Context: an optimization exercise on an open-source flow, tuned for small area, a short achievable clock period and few clock cycles. The choices shown serve that exercise and are no tape-out recipe. RTL that was checked went through simulation tests only; none was proved equivalent to the original. Power is estimated from default activity; no workload was simulated.

## v31
## cpu_top
module cpu_top (
	input  logic                    clk,
	input  logic                    mem_read_ready_stor_reset,
	output cpu_isa_pkg::word_t      prog_addr,
	input  cpu_isa_pkg::word_t      prog_data,
	output logic                    mem_req,
	output logic                    mem_we,
	output cpu_core_pkg::mem_addr_t mem_addr,
	output cpu_isa_pkg::word_t      mem_wdata,
	input  cpu_isa_pkg::word_t      mem_rdata,
	input  logic                    mem_ready,
	output logic                    halted
);
export LEC_CHECK = 0
export CAP_MARGIN = 20
export CORE_MARGIN = 2
export CORE_UTILIZATION = 40
export CTS_CLUSTER_DIAMETER = 110
export CTS_CLUSTER_SIZE = 24
export SLEW_MARGIN = 20
create_clock -name core_clock -period 10.0 [get_ports {clk}]
standard.sh (not shown) runs the stock make flow with config.mk's settings and CLKGATE_MAP_FILE= SYNTH_SCRIPT=/design/flow/synth_recipe.tcl, a recipe that flattens the netlist after the stock synthesis.
==> flow/flow/run.sh <==
#!/bin/bash
# Standard ORFS layout, with repair_timing aiming for extra setup slack and
# plain buffers (instead of delay cells) on the ports
set -euo pipefail
bash standard.sh SETUP_SLACK_MARGIN=6.5 "BUFFER_PORTS_ARGS=-buffer_cell sky130_fd_sc_hd__buf_2" finish > standard_flow.log 2>&1
Testbench counts of v31, summed over its fixed seeds: cycles 11,716.
Input-level comparison between v57 and v31:
# v31
export LEC_CHECK = 0
export CAP_MARGIN = 20
export CORE_MARGIN = 2
export CORE_UTILIZATION = 40
export CTS_CLUSTER_DIAMETER = 110
export CTS_CLUSTER_SIZE = 24
export SLEW_MARGIN = 20
create_clock -name core_clock -period 10.0 [get_ports {clk}]
# v57
export LEC_CHECK = 0
export CAP_MARGIN = 20
export CORE_MARGIN = 2
export CORE_UTILIZATION = 40
export SLEW_MARGIN = 20
create_clock -name core_clock -period 10.0 [get_ports {clk}]
Notes after the runs:
- v57: PASS, flow complete, no timing, DRC or antenna violations
- v57 ends up with lower number of setup buffers added after CTS than v31 does.
- Cmp v57 and v31 / final area / lower: v31
- For the wire length, v57 came in 750 um higher than v31 did.
The following lists how v44 was set up differently from v57:
# v57
export LEC_CHECK = 0
export CAP_MARGIN = 20
export CORE_MARGIN = 2
export CORE_UTILIZATION = 40
export SLEW_MARGIN = 20
create_clock -name core_clock -period 10.0 [get_ports {clk}]
# v44
export LEC_CHECK = 0
export ABC_AREA = 1
export CAP_MARGIN = 20
export CORE_MARGIN = 2
export CORE_UTILIZATION = 40
export CTS_CLUSTER_DIAMETER = 100
export CTS_CLUSTER_SIZE = 20
export SLEW_MARGIN = 20
create_clock -name core_clock -period 10.0 [get_ports {clk}]
Notes after the runs:
Diff v57 -> v44 | critical path depth | decrease of 1. [v44] wire length after detailed routing fell 2.5% relative to v57. Re synthesized cell count: v44 is 23% up on v57.
### v44 -> v4
# v44
export LEC_CHECK = 0
export ABC_AREA = 1
export CAP_MARGIN = 20
export CORE_MARGIN = 2
export CORE_UTILIZATION = 40
export CTS_CLUSTER_DIAMETER = 100
export CTS_CLUSTER_SIZE = 20
export SLEW_MARGIN = 20
create_clock -name core_clock -period 10.0 [get_ports {clk}]
# v4
export LEC_CHECK = 0
export ABC_AREA = 1
export CAP_MARGIN = 20
export CORE_MARGIN = 2
export CORE_UTILIZATION = 50
export CTS_CLUSTER_DIAMETER = 110
export CTS_CLUSTER_SIZE = 24
export SLEW_MARGIN = 20
create_clock -name core_clock -period 10.0 [get_ports {clk}]
### Flow results
v4 finished all stages; the layout is clean. v44 ran to completion and came out clean on the timing, design-rule and antenna checks. Detailed route, v4 vs v44: via total lower for v4. Compared v4 vs v44, and post-place instance area is down in v4. Sum of routed wire length over all layers in v4 is 0.56% higher than in v44. v4 ended up with a lower number of non-filler instances in the completed layout than v44 did. From v44 to v4 the numbers moved as follows: total power divided by cell area +about 1.5%; cell area -130 um2.
#### Input delta (v26 over v4)
# v4
export LEC_CHECK = 0
export ABC_AREA = 1
export CAP_MARGIN = 20
export CORE_MARGIN = 2
export CORE_UTILIZATION = 50
export CTS_CLUSTER_DIAMETER = 110
export CTS_CLUSTER_SIZE = 24
export SLEW_MARGIN = 20
create_clock -name core_clock -period 10.0 [get_ports {clk}]
# v26
export LEC_CHECK = 0
export ABC_AREA = 1
export CAP_MARGIN = 20
export CORE_MARGIN = 2
export CORE_UTILIZATION = 40
export CTS_CLUSTER_DIAMETER = 110
export CTS_CLUSTER_SIZE = 24
export SLEW_MARGIN = 20
create_clock -name core_clock -period 10.0 [get_ports {clk}]
v26 went all the way through the flow, and no timing, DRC or antenna check failed.
v26 ended up with sequential cells as its highest-power group; v4 ended up with combinational cells.
Higher met3 track demand over resource goes to v4 over v26.
Going from v4 to v26, clock-buffer cell count climbed about 6%; number of fillers in the final layout climbed 1,402.
In the reports for v4 and v26, the larger global routing met2 resource utilization belongs to v4.
Edits applied to the flow inputs when going from v26 to v52:
# v26
export LEC_CHECK = 0
export ABC_AREA = 1
export CAP_MARGIN = 20
export CORE_MARGIN = 2
export CORE_UTILIZATION = 40
export CTS_CLUSTER_DIAMETER = 110
export CTS_CLUSTER_SIZE = 24
export SLEW_MARGIN = 20
create_clock -name core_clock -period 10.0 [get_ports {clk}]
# v52
export LEC_CHECK = 0
export CAP_MARGIN = 20
export CORE_MARGIN = 2
export CORE_UTILIZATION = 40
export CTS_CLUSTER_DIAMETER = 100
export CTS_CLUSTER_SIZE = 20
export SLEW_MARGIN = 20
create_clock -name core_clock -period 10.0 [get_ports {clk}]
Results
Delta(fraction of area in multi-input gates, v52 - v26) > 0. Delta(portion of total power attributed to the clock network, v52 - v26) < 0. Diff v26 -> v52: sequential fraction of total cell area shrank by 0.92 points, critical path depth in cells grew by 1. Run comparison: v26 capture point of the worst path cpu_regfile_i.regs[6][15]$_DFFE_PP_; v52 capture point of the worst path cpu_control_i.maddr_q[9]$_DFFE_PP_.

---

north:
cpu_top, a different RTL version from the one above (not shown whole).
Size in the first run: ~2000 cells after synthesis, about 350 flip-flops, roughly 85 I/O pins, about 22000 um2 of cells after synthesis.
==> flow/config.mk <==
export PLATFORM = sky130hd
export DESIGN_NAME = cpu_top
export DESIGN_NICKNAME = cpu_top
export VERILOG_FILES = /design/flow/design.v
export SDC_FILE = /design/flow/constraint.sdc
export NUM_CORES = 4
export LEC_CHECK = 0
export CAP_MARGIN = 20
export CORE_MARGIN = 2
export CORE_UTILIZATION = 40
export SLEW_MARGIN = 20
==> flow/constraint.sdc <==
create_clock -name core_clock -period 10.0 [get_ports {clk}]
set_input_delay 2.0000 -clock core_clock [delete_from_list [all_inputs] [get_ports {clk}]]
set_output_delay 2.0000 -clock core_clock [all_outputs]
set_load 0.01 [all_outputs]
==> flow/flow/run.sh <==
#!/bin/bash
# Standard ORFS layout, with repair_timing aiming for extra setup slack
set -euo pipefail
bash standard.sh SETUP_SLACK_MARGIN=6.5 finish > standard_flow.log 2>&1
#### Input delta (south over north)
==> flow/flow/run.sh <==
#!/bin/bash
# Standard ORFS layout, with repair_timing aiming for extra setup slack
set -euo pipefail
bash standard.sh SETUP_SLACK_MARGIN=7.5 finish > standard_flow.log 2>&1
==> comparison <==
- The non-clock buffer count in south is 1.3 times that in north.
- The final wirelength in north is 0.944 times that in south.
- In the route summary, south ends up with a via count exceeding that of north.
- south ends up with a global routing met2 resource utilization that is 2.1 points higher than in north.
- NOTE: achievable clock frequency in south exceeds that of north
- The leakage power in south was higher than what north gave.
- Diff north -> south: clock share of power -0.8 points, utilization of the core after routing +4.3 points, final critical-path required period -0.087 ns.
No functional check of the RTL was part of any run of this note.

---

== tundra ==
Another version of the RTL of cpu_top (not shown whole).
Size in the first run: about 2700 cells after synthesis, roughly 430 flip-flops, roughly 85 I/O pins, ~24000 um2 of cells after synthesis.
clock: 10.0 ns
lec_check: 0
abc_area: 1
cap_margin: 20
core_margin: 2
core_utilization: 40
cts_cluster_diameter: 100
cts_cluster_size: 20
slew_margin: 20
==> flow/flow/run.sh <==
#!/bin/bash
# Standard ORFS layout, with repair_timing aiming for extra setup slack and
# plain buffers (instead of delay cells) on the ports
set -euo pipefail
bash standard.sh SETUP_SLACK_MARGIN=6.5 "BUFFER_PORTS_ARGS=-buffer_cell sky130_fd_sc_hd__buf_2" finish > standard_flow.log 2>&1
Testbench counts of tundra, summed over its fixed seeds: cycles 11,282.
The following lists how fjord was set up differently from tundra:
--- a/flow/config.mk
+++ b/flow/config.mk
@@ -11,4 +11,4 @@
 export CORE_UTILIZATION = 40
-export CTS_CLUSTER_DIAMETER = 100
-export CTS_CLUSTER_SIZE = 20
+export CTS_CLUSTER_DIAMETER = 110
+export CTS_CLUSTER_SIZE = 24
 export SLEW_MARGIN = 20
Results
The final layout from fjord, which completed every stage, passed the timing, design-rule and antenna checks at the end of the flow. Compared with tundra, in fjord first-iteration DRC count picked up an extra 4.7%, worst hold margin picked up an extra 0.0045 ns, area of the core neither gained nor lost much, worst setup slack neither gained nor lost much, fraction of the cycle the final worst path needs neither gained nor lost much. Against tundra, fjord comes in 0.19 points lower on utilization.

---

== v42 ==
Another version of the RTL of cpu_top (not shown whole).
For scale: roughly 2,000 cells after synthesis, roughly 85 I/O pins, about 22,000 sq um of cells after synthesis.
export LEC_CHECK = 0
export CAP_MARGIN = 5
export CORE_MARGIN = 2
export CORE_UTILIZATION = 40
export SLEW_MARGIN = 5
create_clock -name core_clock -period 10.0 [get_ports {clk}]
Scripts as last shown in full above: flow/flow/run.sh
Testbench counts of v42, summed over its fixed seeds: cycles 12,249.
Input-level comparison between v5 and v42:
-- flow/flow/run.sh --
<<< v42, line 5
bash standard.sh SETUP_SLACK_MARGIN=6.5 "BUFFER_PORTS_ARGS=-buffer_cell sky130_fd_sc_hd__buf_2" finish > standard_flow.log 2>&1
>>> v5, line 5
bash standard.sh SETUP_SLACK_MARGIN=6.8 "BUFFER_PORTS_ARGS=-buffer_cell sky130_fd_sc_hd__buf_2" finish > standard_flow.log 2>&1
--- outcome ---
| time the final worst path needs with I/O delays and setup | v5 vs v42 | better |. Leakage power total is lower on v42. Summary — fraction of the core area covered by cells at the end of the flow, v5 relative to v42: higher, by 4.8 points. Sort v5 and v42 by count of clock buffers in the final design desc -> top: v5. Taking v42 over v5, the power consumed by the clock network ratio works out to 0.928. Side by side, routed via count turned out higher in v5 than in v42. v5: total wire length higher than v42. The share of power burned in the clock network of v5 and that of v42 are within noise of each other.
Edits applied to the flow inputs when going from v5 to v34:
# v5
export LEC_CHECK = 0
export CAP_MARGIN = 5
export CORE_MARGIN = 2
export CORE_UTILIZATION = 40
export SLEW_MARGIN = 5
create_clock -name core_clock -period 10.0 [get_ports {clk}]
# v34
export LEC_CHECK = 0
export ABC_AREA = 1
export CAP_MARGIN = 20
export CORE_MARGIN = 2
export CORE_UTILIZATION = 40
export SLEW_MARGIN = 20
create_clock -name core_clock -period 10.0 [get_ports {clk}]
-- flow/flow/run.sh --
<<< v5, line 5
bash standard.sh SETUP_SLACK_MARGIN=6.8 "BUFFER_PORTS_ARGS=-buffer_cell sky130_fd_sc_hd__buf_2" finish > standard_flow.log 2>&1
>>> v34, line 5
bash standard.sh SETUP_SLACK_MARGIN=6.5 "BUFFER_PORTS_ARGS=-buffer_cell sky130_fd_sc_hd__buf_2" finish > standard_flow.log 2>&1
[summary]
- The final layouts of v5 and v34 pass the timing, design-rule and antenna checks.
- The run showing the greater share of cell area taken by flip-flops and latches is v34.
- In v34 the power turned out 320 uW lower than in v5.
- Summary of v34 over v5: synthesized cell area saw an increase; all-layer global routing usage saw an increase; register clock-pin slew on the reported worst setup and hold paths saw little to no change.
- Relative to v5, v34 improves final critical-path required period.
- v5 ended up with cpu_regfile_i.regs[7][11] as its timing endpoint of the critical path; v34 ended up with cpu_control_i.opb_q[12].
- Top power consumer group: combinational logic -> v5, registers -> v34
- Full die area went up by a few percent going from v5 to v34.
- v34 can be clocked faster than v5.
- Comparing v5 and v34, the lower buffer share of cell area is on v34.
- Part of the power in the clock network in v34 is 4.2 points higher than in v5
- The standard cells in v34 occupy less silicon area than those in v5 do.
Changes in v41 relative to v34:
# v34
export LEC_CHECK = 0
export ABC_AREA = 1
export CAP_MARGIN = 20
export CORE_MARGIN = 2
export CORE_UTILIZATION = 40
export SLEW_MARGIN = 20
create_clock -name core_clock -period 10.0 [get_ports {clk}]
# v41
export LEC_CHECK = 0
export CAP_MARGIN = 20
export CORE_MARGIN = 2
export CORE_UTILIZATION = 40
export SLEW_MARGIN = 20
create_clock -name core_clock -period 10.0 [get_ports {clk}]
==> flow/flow/run.sh <==
#!/bin/bash
# Standard ORFS layout, with repair_timing aiming for extra setup slack
set -euo pipefail
bash standard.sh SETUP_SLACK_MARGIN=6.5 finish > standard_flow.log 2>&1
[summary]
Of the two candidates, v34 has the better first-iteration DRC count and v41 the worse one. v34 vs v41, cell at the slowest stage of the critical path: clkinv_1 vs fa_1. Looking at v34 and v41, the worst hold slack is a wash. v41 finished every stage and its layout cleared the timing, design-rule and antenna checks. As far as sequential share of layout area is concerned, v41 and v34 perform about the same. The number of buffer and inverter stages on the critical path in v41 was higher than what v34 gave. Comparing v34 and v41, met2 track utilization from global routing is higher on v34. [v41] total routed wire length on the met1 layer fell about 17% relative to v34. Delta (v41 minus v34): switching power share of the total shrank by 0.15 points, worst slack at placement shrank by 390 ps.
Inputs modified between v41 and v59:
# v41
export LEC_CHECK = 0
export CAP_MARGIN = 20
export CORE_MARGIN = 2
export CORE_UTILIZATION = 40
export SLEW_MARGIN = 20
create_clock -name core_clock -period 10.0 [get_ports {clk}]
# v59
export LEC_CHECK = 0
export CAP_MARGIN = 20
export CORE_MARGIN = 2
export CORE_UTILIZATION = 55
export CTS_BUF_LIST = sky130_fd_sc_hd__clkbuf_8
export SLEW_MARGIN = 20
create_clock -name core_clock -period 10.0 [get_ports {clk}]
==> flow/flow/run.sh <==
#!/bin/bash
# Standard ORFS layout, with repair_timing aiming for extra setup slack and
# plain buffers (instead of delay cells) on the ports
set -euo pipefail
bash standard.sh SETUP_SLACK_MARGIN=6.5 "BUFFER_PORTS_ARGS=-buffer_cell sky130_fd_sc_hd__buf_2" finish > standard_flow.log 2>&1
==> run summary <==
Looking at routing usage on met1 across v59 and v41, the one that comes out lower is v41. | cell area | v59 vs v41 | better |. Against v41, v59 comes in 17 points higher on routing usage on met2. Area occupied by multi-input gates shrinks slightly when moving from v41 to v59. Comparing v59 against v41, there is no change at all in residual overflow from global routing. Going from v41 to v59, total cell area at the placement stage shrank by a few percent. [v59 vs v41] slew at the pin closest to its max-slew limit: lower in v59. Going from v41 to v59, the count of clock-buffer cells in the layout was found to have gone up by 23. Summary: worst setup slack after placement, v59 worse than v41.
diff inputs: v59 => v10
# v59
export LEC_CHECK = 0
export CAP_MARGIN = 20
export CORE_MARGIN = 2
export CORE_UTILIZATION = 55
export CTS_BUF_LIST = sky130_fd_sc_hd__clkbuf_8
export SLEW_MARGIN = 20
create_clock -name core_clock -period 10.0 [get_ports {clk}]
# v10
export LEC_CHECK = 0
export CAP_MARGIN = 20
export CORE_MARGIN = 2
export CORE_UTILIZATION = 40
export SLEW_MARGIN = 20
create_clock -name core_clock -period 10.0 [get_ports {clk}]
## What came out
Relative to v59, v10 degrades power in the clock group.
Met1 usage in global routing: v10 vs v59 down 11 points
Relative to v59, post-CTS setup-driven buffer insertion count has decreased by 35 in v10.
Compared with v59, v10 shows a lower via count.

re-timing with driven ports:
How much do the figures lean on ideal ports? The routed layouts below were timed once more, with nothing changed but the port constraints.
Step 1: set_driving_cell puts a clkbuf_16 on clk and a buf_2 on each other input, an assumption about the parent block.
Step 2, shift: input delay + t, output delay - t, t = (earliest + latest rising clock arrival at the registers) / 2. This alone moves slack from input paths to output paths.
a / b / c = no drivers / after step 1 / after step 2; a / b = the first two.
run | shift t [ns] | setup WS [ns] | worst setup path at the end | worst slew at a driven data input, ns | pins driven straight from the clock port
v31 | 0.629 | 6.462 / 6.462 / 5.998 | input to register | 0.07 | 1
v57 | 0.656 | 6.429 / 6.429 / 5.966 | input to register | 0.05 | 1
v44 | 0.674 | 6.498 / 6.498 / 6.004 | input to register | 0.05 | 1
v4 | 0.660 | 6.562 / 6.562 / 6.088 | input to register | 0.07 | 1
v26 | 0.640 | 6.544 / 6.544 / 6.044 | input to register | 0.05 | 1
v52 | 0.655 | 6.432 / 6.432 / 5.910 | input to register | 0.07 | 1
north | 0.627 | 5.435 / 5.435 / 5.435 | register to register | 0.06 | 1
south | 0.623 | 5.523 / 5.523 / 5.523 | register to register | 0.07 | 1
tundra | 0.652 | 6.530 / 6.530 / 6.206 | input to register | 0.04 | 1
fjord | 0.648 | 6.531 / 6.531 / 6.187 | input to register | 0.04 | 1
v42 | 0.627 | 6.358 / 6.358 / 5.836 | input to register | 0.06 | 1
v5 | 0.642 | 6.406 / 6.406 / 6.101 | input to register | 0.05 | 1
v34 | 0.656 | 6.529 / 6.483 / 6.123 | input to register | 0.05 | 1
v41 | 0.636 | 6.388 / 6.388 / 5.852 | input to register | 0.06 | 1
v59 | 0.725 | 6.341 / 6.341 / 5.758 | input to register | 0.04 | 1
v10 | 0.623 | 6.381 / 6.381 / 5.832 | input to register | 0.06 | 1
After both steps setup and hold are still met in every run listed. The setup slack of v59, which loses most, moves by 0.000 ns with the drivers and by -0.583 ns with both steps.
